This design comes from an exercise in tuning for small area and a short achievable clock period on the open sky130 flow, not from production work. Only simulation tests tie the RTL to the original design; equivalence was not proved. Power figures rest on the tool's default switching activity, not on a simulated workload.

run A:
Design lru_replace_ctrl, start of the top module:
module lru_replace_ctrl #(
    parameter int WAYS  = lru_pkg::WAYS,
    parameter int IDX_W = lru_pkg::IDX_W
) (
    input  logic             clk,
    input  logic             rst,
    input  logic             i_req_valid,
    output logic             o_req_ready,
    input  logic [IDX_W-1:0] i_req_addr_7,
    input  logic [WAYS-1:0]  i_req_match_8,
    output logic [IDX_W-1:0] o_lru_addr_7,
    output logic [WAYS-1:0]  o_lru_hit_way_8,
    output logic             o_lru_hit_sig,
    output logic             o_lru_update,
    input  logic [WAYS-1:0]  i_lru_flag_8,
    output logic             o_refill_valid,
    output logic [WAYS-1:0]  o_refill_way_8,
    output logic [IDX_W-1:0] o_refill_addr_7,
    input  logic             i_refill_done,
    output logic             o_resp_valid,
    output logic             o_resp_hit,
    output logic [WAYS-1:0]  o_resp_way_8,
    input  logic             i_resp_ready,
    output logic             o_multi_hit_err
);
Size: ~1500 cells after synthesis, ~550 flip-flops, about 73 I/O pins, roughly 18000 µm² of cells after synthesis.
make LEC_CHECK=0 CAP_MARGIN=20 CORE_MARGIN=2 CORE_UTILIZATION=35 SETUP_SLACK_MARGIN=0.5 SLEW_MARGIN=20 finish   # period 8.0 ns
run.sh (not shown) runs the stock make flow with config.mk's settings and CLKGATE_MAP_FILE= SYNTH_SCRIPT=/design/flow/synth_recipe.tcl, a recipe that flattens the netlist after the stock synthesis.
Run A | status: complete | timing, DRC, antenna: pass
The following lists how run B was set up differently from run A:
Settings: SETUP_SLACK_MARGIN: 0.5 -> 4.
==> summary.txt <==
- Run B: no failed stages, no open violations at the end
- When run B is measured against run A, its final design area excluding fillers turns out 470 µm² higher.
- Going from run A to run B, worst setup slack increased 0.96 ns, clock transition at the registers of the reported paths essentially unchanged, minimum period implied by the final worst setup slack down 0.96 ns, power saw an increase.
- Status: hold slack parity (run A, run B)
- Against run A, run B comes in 0.94 points higher on utilization after layout.
- Comparing achievable clock frequency for run A and run B, the bigger number came from run B.


== build 79 ==
Another version of the RTL of lru_replace_ctrl (not shown whole).
Size: roughly 500 flip-flops, ~73 I/O pins, roughly 0.016 mm² of cells after synthesis.
==> flow/config.mk <==
export PLATFORM = sky130hd
export DESIGN_NAME = lru_replace_ctrl
export DESIGN_NICKNAME = lru_replace_ctrl
export VERILOG_FILES = /design/flow/design.v
export SDC_FILE = /design/flow/constraint.sdc
export NUM_CORES = 4
export LEC_CHECK = 0
export ABC_AREA = 1
export CAP_MARGIN = 20
export CORE_MARGIN = 2
export CORE_UTILIZATION = 55
export CTS_CLUSTER_DIAMETER = 100
export CTS_CLUSTER_SIZE = 28
export SETUP_SLACK_MARGIN = 4.6
export SLEW_MARGIN = 20
==> flow/constraint.sdc <==
create_clock -name core_clock -period 8.0 [get_ports {clk}]
set_input_delay 1.6000 -clock core_clock [delete_from_list [all_inputs] [get_ports {clk}]]
set_output_delay 1.6000 -clock core_clock [all_outputs]
set_load 0.01 [all_outputs]
standard.sh (not shown) runs the stock make flow with config.mk's settings and CLKGATE_MAP_FILE= SYNTH_SCRIPT=/design/flow/synth_recipe.tcl, a recipe that flattens the netlist after the stock synthesis.
==> flow/flow/run.sh <==
#!/bin/bash
# The standard layout (standard.sh, its synthesis script included) with
# three changes:
#  - ABC maps the logic with flow/abc_area.script (ABC_AREA is 1), an
#    area-recovering mapping, in place of ORFS's abc_area.script; the flow
#    scripts are otherwise ORFS's own, copied unchanged;
#  - the port buffers are plain buffers;
#  - timing repair may change a cell's footprint when it resizes it.
set -e
rm -rf scripts_abc
cp -r "$FLOW_HOME/scripts" scripts_abc
cp flow/abc_area.script scripts_abc/abc_area.script
bash standard.sh SCRIPTS_DIR="$PWD/scripts_abc" MATCH_CELL_FOOTPRINT=0 \
    "BUFFER_PORTS_ARGS=-buffer_cell sky130_fd_sc_hd__buf_1" finish > standard.log 2>&1
==> flow/flow/abc_area.script <==
&get -n
&st
&dch
&nf -R 1000
&put
topo
stime -c
buffer -c
upsize -c
dnsize -c
For build 12, these inputs were changed with respect to build 79:
- swapping 28 for 30 in CTS_CLUSTER_SIZE
- swapping 55 for 35 in CORE_UTILIZATION
--- a/flow/flow/run.sh
+++ b/flow/flow/run.sh
@@ -14 +14 @@
-    "BUFFER_PORTS_ARGS=-buffer_cell sky130_fd_sc_hd__buf_1" finish > standard.log 2>&1
+    "BUFFER_PORTS_ARGS=-buffer_cell sky130_fd_sc_hd__buf_2" finish > standard.log 2>&1
Results
Build 12 | stages: all done | timing, DRC, antenna: all pass. Build 12 vs. build 79: via total after detailed routing dropped 182; clock buffer count from CTS dropped 1; maximum frequency barely changed; number of fill cells climbed 1,912; cell-internal power barely changed. Final weighted congestion in routability-driven placement in build 12 is 0.020 higher than in build 79.
### build 12 -> build 6
- changing CTS_CLUSTER_SIZE from 30 to 28
- changing CORE_UTILIZATION from 35 to 55
==> summary.txt <==
Taking build 12 as the reference, in build 6 sum of met2 wire segment lengths after detailed routing +5.3%; final design instance area without fill saw a decrease; synthesized area saw little to no change; full die area dropped about 36%; proportion of cell area spent on the clock network closely matched the old numbers.
In build 6 relative to build 12, first-pass GRT wire length had gone down slightly.
Count of placed standard cells in the final layout, fillers left out sits lower in build 6 than in build 12.
Against build 12, build 6 comes in 23 ps lower on shortest clock period the worst path allows after layout.
Compared to build 12, the routing of build 6 uses more wire.
Looking at global routing usage on met1, build 6 sits 16 points above build 12.
In build 6, the fraction of area in registers came out 0.59 points above the value in build 12.
Inputs modified between build 6 and build 38:
- changing CORE_UTILIZATION from 55 to 65
==> comparison <==
Delta (build 38 minus build 6): fmax down 0.68%, utilization picked up an extra 11 points. In the final design statistics, build 38 uses fewer standard cells in total than build 6. Build 38 has less setup slack than build 6. Against build 6, overall power in build 38 came out worse. Build 6 and build 38 ended up with nearly the same total non-filler cell area in the finished layout.
> inputs changed (build 38 -> build 31)
- changing SETUP_SLACK_MARGIN from 4.6 to 4.5
- changing CORE_UTILIZATION from 65 to 35
Of the two values seen for top layer reached by signal wires, met5 was produced by build 31 and met4 by build 38. Build 31 ran to completion and came out clean on the timing, design-rule and antenna checks. In build 31, clock-buffer cell count is lower than in build 38. Fraction of area in non-clock buffers: build 31 < build 38. [compare] base=build 38 new=build 31: hold slack fell 4.8 ps; power moved down.


Another version of the RTL of lru_replace_ctrl (not shown whole).
Size: about 73 I/O pins.
export LEC_CHECK = 0
export ABC_AREA = 1
export CAP_MARGIN = 20
export CORE_MARGIN = 2
export CORE_UTILIZATION = 35
export CTS_CLUSTER_DIAMETER = 100
export CTS_CLUSTER_SIZE = 30
export SETUP_SLACK_MARGIN = 4.5
export SLEW_MARGIN = 20
create_clock -name core_clock -period 8.0 [get_ports {clk}]
==> flow/flow/run.sh <==
#!/bin/bash
# The standard layout (standard.sh, its synthesis script included) with
# three changes:
#  - ABC maps the logic with flow/abc_area.script (ABC_AREA is 1), an
#    area-recovering mapping, in place of ORFS's abc_area.script; the flow
#    scripts are otherwise ORFS's own, copied unchanged;
#  - the port buffers are plain buffers;
#  - timing repair may change a cell's footprint when it resizes it.
set -e
rm -rf scripts_abc
cp -r "$FLOW_HOME/scripts" scripts_abc
cp flow/abc_area.script scripts_abc/abc_area.script
bash standard.sh SCRIPTS_DIR="$PWD/scripts_abc" MATCH_CELL_FOOTPRINT=0 \
    "BUFFER_PORTS_ARGS=-buffer_cell sky130_fd_sc_hd__buf_2" finish > standard.log 2>&1
Scripts as last shown in full above: flow/flow/abc_area.script
The baseline finished clean.
Next try:
--- a/flow/config.mk
+++ b/flow/config.mk
@@ -12,4 +12,4 @@
 export CTS_CLUSTER_DIAMETER = 100
 export CTS_CLUSTER_SIZE = 30
-export SETUP_SLACK_MARGIN = 4.5
+export SETUP_SLACK_MARGIN = 4.6
 export SLEW_MARGIN = 20
After rerunning: Synthesized area is unchanged. Maximum frequency is lower by about 1.4%. Register-to-register slack improves by 40 ps. Worst setup slack degrades by 50 ps. Design area is higher by 0.59%.
Next try:
--- a/flow/config.mk
+++ b/flow/config.mk
@@ -9,7 +9,7 @@
 export CAP_MARGIN = 20
 export CORE_MARGIN = 2
-export CORE_UTILIZATION = 35
+export CORE_UTILIZATION = 55
 export CTS_CLUSTER_DIAMETER = 100
-export CTS_CLUSTER_SIZE = 30
-export SETUP_SLACK_MARGIN = 4.6
+export CTS_CLUSTER_SIZE = 28
+export SETUP_SLACK_MARGIN = 4.5
 export SLEW_MARGIN = 20
Setup slack improved by 61 ps.
Sequential share of layout area rises by 1.1 points.
Combinational power is about the same.
Final cell count falls by 10%.
Via count is about the same.
Global-route usage rises by 9.9 points.
Register-to-register slack stays flat.
Hold slack got worse by 11 ps.
Final area falls by 1.9%.
Next try:
==> flow/flow/abc_area.script (replaced) <==
&get -n
&st
&dch
&nf -R 1000
&put
--- a/flow/config.mk
+++ b/flow/config.mk
@@ -9,7 +9,7 @@
 export CAP_MARGIN = 20
 export CORE_MARGIN = 2
-export CORE_UTILIZATION = 55
+export CORE_UTILIZATION = 35
 export CTS_CLUSTER_DIAMETER = 100
-export CTS_CLUSTER_SIZE = 28
-export SETUP_SLACK_MARGIN = 4.5
+export CTS_CLUSTER_SIZE = 30
+export SETUP_SLACK_MARGIN = 4.6
 export SLEW_MARGIN = 20
Effect: Design area went up by 1.1%; total power shrinks by 0.36%; clock-buffer cell count is unchanged; worst setup slack got worse by 7.4 ps; cell count increases by 11%; worst hold slack improves by 7.6 ps; global-route usage decreases by 9.2 points; via count goes up by about 1.3%; clock power stays flat; maximum frequency stays flat; area after synthesis drops by about 3.3%.


Setup of oak:
Another version of the RTL of lru_replace_ctrl (not shown whole).
Size: about 1400 cells after synthesis, ~490 flip-flops, ~73 I/O pins, about 16000 um^2 of cells after synthesis.
==> flow/config.mk <==
export PLATFORM = sky130hd
export DESIGN_NAME = lru_replace_ctrl
export DESIGN_NICKNAME = lru_replace_ctrl
export VERILOG_FILES = /design/flow/design.v
export SDC_FILE = /design/flow/constraint.sdc
export NUM_CORES = 4
export LEC_CHECK = 0
export CAP_MARGIN = 20
export CORE_MARGIN = 2
export CORE_UTILIZATION = 35
export CTS_CLUSTER_DIAMETER = 100
export CTS_CLUSTER_SIZE = 30
export SETUP_SLACK_MARGIN = 4.5
export SLEW_MARGIN = 20
==> flow/constraint.sdc <==
create_clock -name core_clock -period 8.0 [get_ports {clk}]
set_input_delay 1.6000 -clock core_clock [delete_from_list [all_inputs] [get_ports {clk}]]
set_output_delay 1.6000 -clock core_clock [all_outputs]
set_load 0.01 [all_outputs]
==> flow/flow/run.sh <==
#!/bin/bash
# The standard layout (the standard.sh, standard synthesis included),
# with the port buffers made of plain buffers and timing repair allowed to
# change a cell's footprint when it resizes it.
bash standard.sh MATCH_CELL_FOOTPRINT=0 "BUFFER_PORTS_ARGS=-buffer_cell sky130_fd_sc_hd__buf_2" finish > standard.log 2>&1
--- input diff oak..pine ---
Settings: SETUP_SLACK_MARGIN changed from 4.5 to 5.0.
Global-route wire length before repair: pine > oak. [pine vs oak] final cell count: higher in pine. Max detailed-routed wire length on met3 across oak and pine: pine. Final total power delta for pine relative to oak: 3.8% higher. Proportion of total power due to net switching in pine is 0.81 points higher than in oak. As far as clock transition at the registers of the reported paths is concerned, pine and oak perform about the same. Of oak and pine, the higher fraction of standard cell area that is sequential belongs to oak. When pine is set beside oak, its post-place setup slack turns out to be 0.015 ns smaller. On vertical die dimension, oak and pine are basically level. [compare] base=oak new=pine: wire length went up by 6500 um; clock share of power went down by 0.6 points.
For birch, these inputs were changed with respect to pine:
Settings: SETUP_SLACK_MARGIN now 4, was 5.0.
### Flow results
Shortest clock period the worst path allows after layout delta for birch relative to pine: 0.012 ns higher
Total power divided by cell area: birch vs pine up 4.7%
Clock-cell share of area for birch: 0.29 points up relative to pine
pine → birch: total number of multi-input combinational cells now smaller; total stage count of the critical path comparable; clock skew now smaller; number of buffers outside the clock class in the layout now smaller; post-synthesis cell type count comparable.
For maple, these inputs were changed with respect to birch:
Settings: CTS_CLUSTER_SIZE changed from 30 to 25.
==> flow/run.sh (new file) <==
#!/bin/bash
# synth_recipe.tcl (not shown) runs the flow's synth.tcl, then flattens the netlist and writes it again
# the make line also repeats each setting of config.mk as NAME=value (left out here)
make -C /OpenROAD-flow-scripts/flow DESIGN_CONFIG=/design/flow/config.mk WORK_HOME=/design/flow/orfs CLKGATE_MAP_FILE= SYNTH_SCRIPT=/design/flow/synth_recipe.tcl finish
removed: flow/flow/run.sh
removed: flow/standard.sh
Notes after the runs:
maple vs birch — wire length of the first global-routing pass climbed by a few percent
Sequential group share of total power for maple: 2.5 points down relative to birch
Looking at register-to-register slack across both flows, maple is the weaker of the two, with birch ahead.
Comparing birch and maple, the lower final layout net count is on birch.
Delta(layout overhead on the synthesized area, maple - birch) > 0
The lower final wirelength of birch and maple is in birch.
maple — total chip power about 5% higher, birch as reference
maple vs. birch: buffering overhead went up 3.5 points, fraction of power spent switching nets saw little to no change, final cell area excluding filler cells has increased.

-- separate check: timing with driven ports --
In the flow no input, the clock included, has a driving cell. The finished layouts below were timed again as built, in two steps. Step 1, drivers: a clkbuf_16 drives clk and a buf_2 each remaining input, both assumed. Step 2 times the ports against the registers' clock, not the clock port: input delays grow and output delays shrink by t, the midpoint of the rising clock arrivals with the driver on. a / b / c = ideal ports / drivers / drivers and shift; a / b = the first two.
run | shift t [ns] | setup slack, ns | clock arrival spread, ns | worst slew at a driven data input, ns
run A | 0.649 | 3.053 / 2.996 / 2.471 | 0.022 / 0.023 | 0.05
run B | 0.657 | 4.009 / 4.004 / 3.378 | 0.019 / 0.019 | 0.05
build 79 | 0.601 | 4.508 / 4.474 / 4.086 | 0.019 / 0.019 | 0.07
build 12 | 0.581 | 4.507 / 4.458 / 4.125 | 0.027 / 0.027 | 0.04
build 6 | 0.608 | 4.530 / 4.496 / 4.064 | 0.026 / 0.026 | 0.06
build 38 | 0.585 | 4.506 / 4.464 / 4.028 | 0.017 / 0.017 | 0.07
build 31 | 0.588 | 4.467 / 4.418 / 3.996 | 0.026 / 0.026 | 0.04
the first run of note 3 | 0.589 | 4.453 / 4.401 / 4.094 | 0.032 / 0.032 | 0.04
the second run of note 3 | 0.595 | 4.403 / 4.349 / 4.141 | 0.016 / 0.016 | 0.04
the third run of note 3 | 0.592 | 4.464 / 4.413 / 4.042 | 0.030 / 0.030 | 0.04
the fourth run of note 3 | 0.585 | 4.456 / 4.408 / 4.099 | 0.026 / 0.026 | 0.04
oak | 0.592 | 3.817 / 3.763 / 4.012 | 0.020 / 0.020 | 0.04
pine | 0.606 | 3.896 / 3.845 / 4.348 | 0.037 / 0.038 | 0.13
birch | 0.603 | 3.885 / 3.835 / 3.658 | 0.024 / 0.024 | 0.06
maple | 0.599 | 3.866 / 3.816 / 3.679 | 0.027 / 0.027 | 0.07
After both steps every run listed still meets setup and hold. The setup slack of run B, which loses most, moves by -0.005 ns with the drivers and by -0.631 ns with both steps.
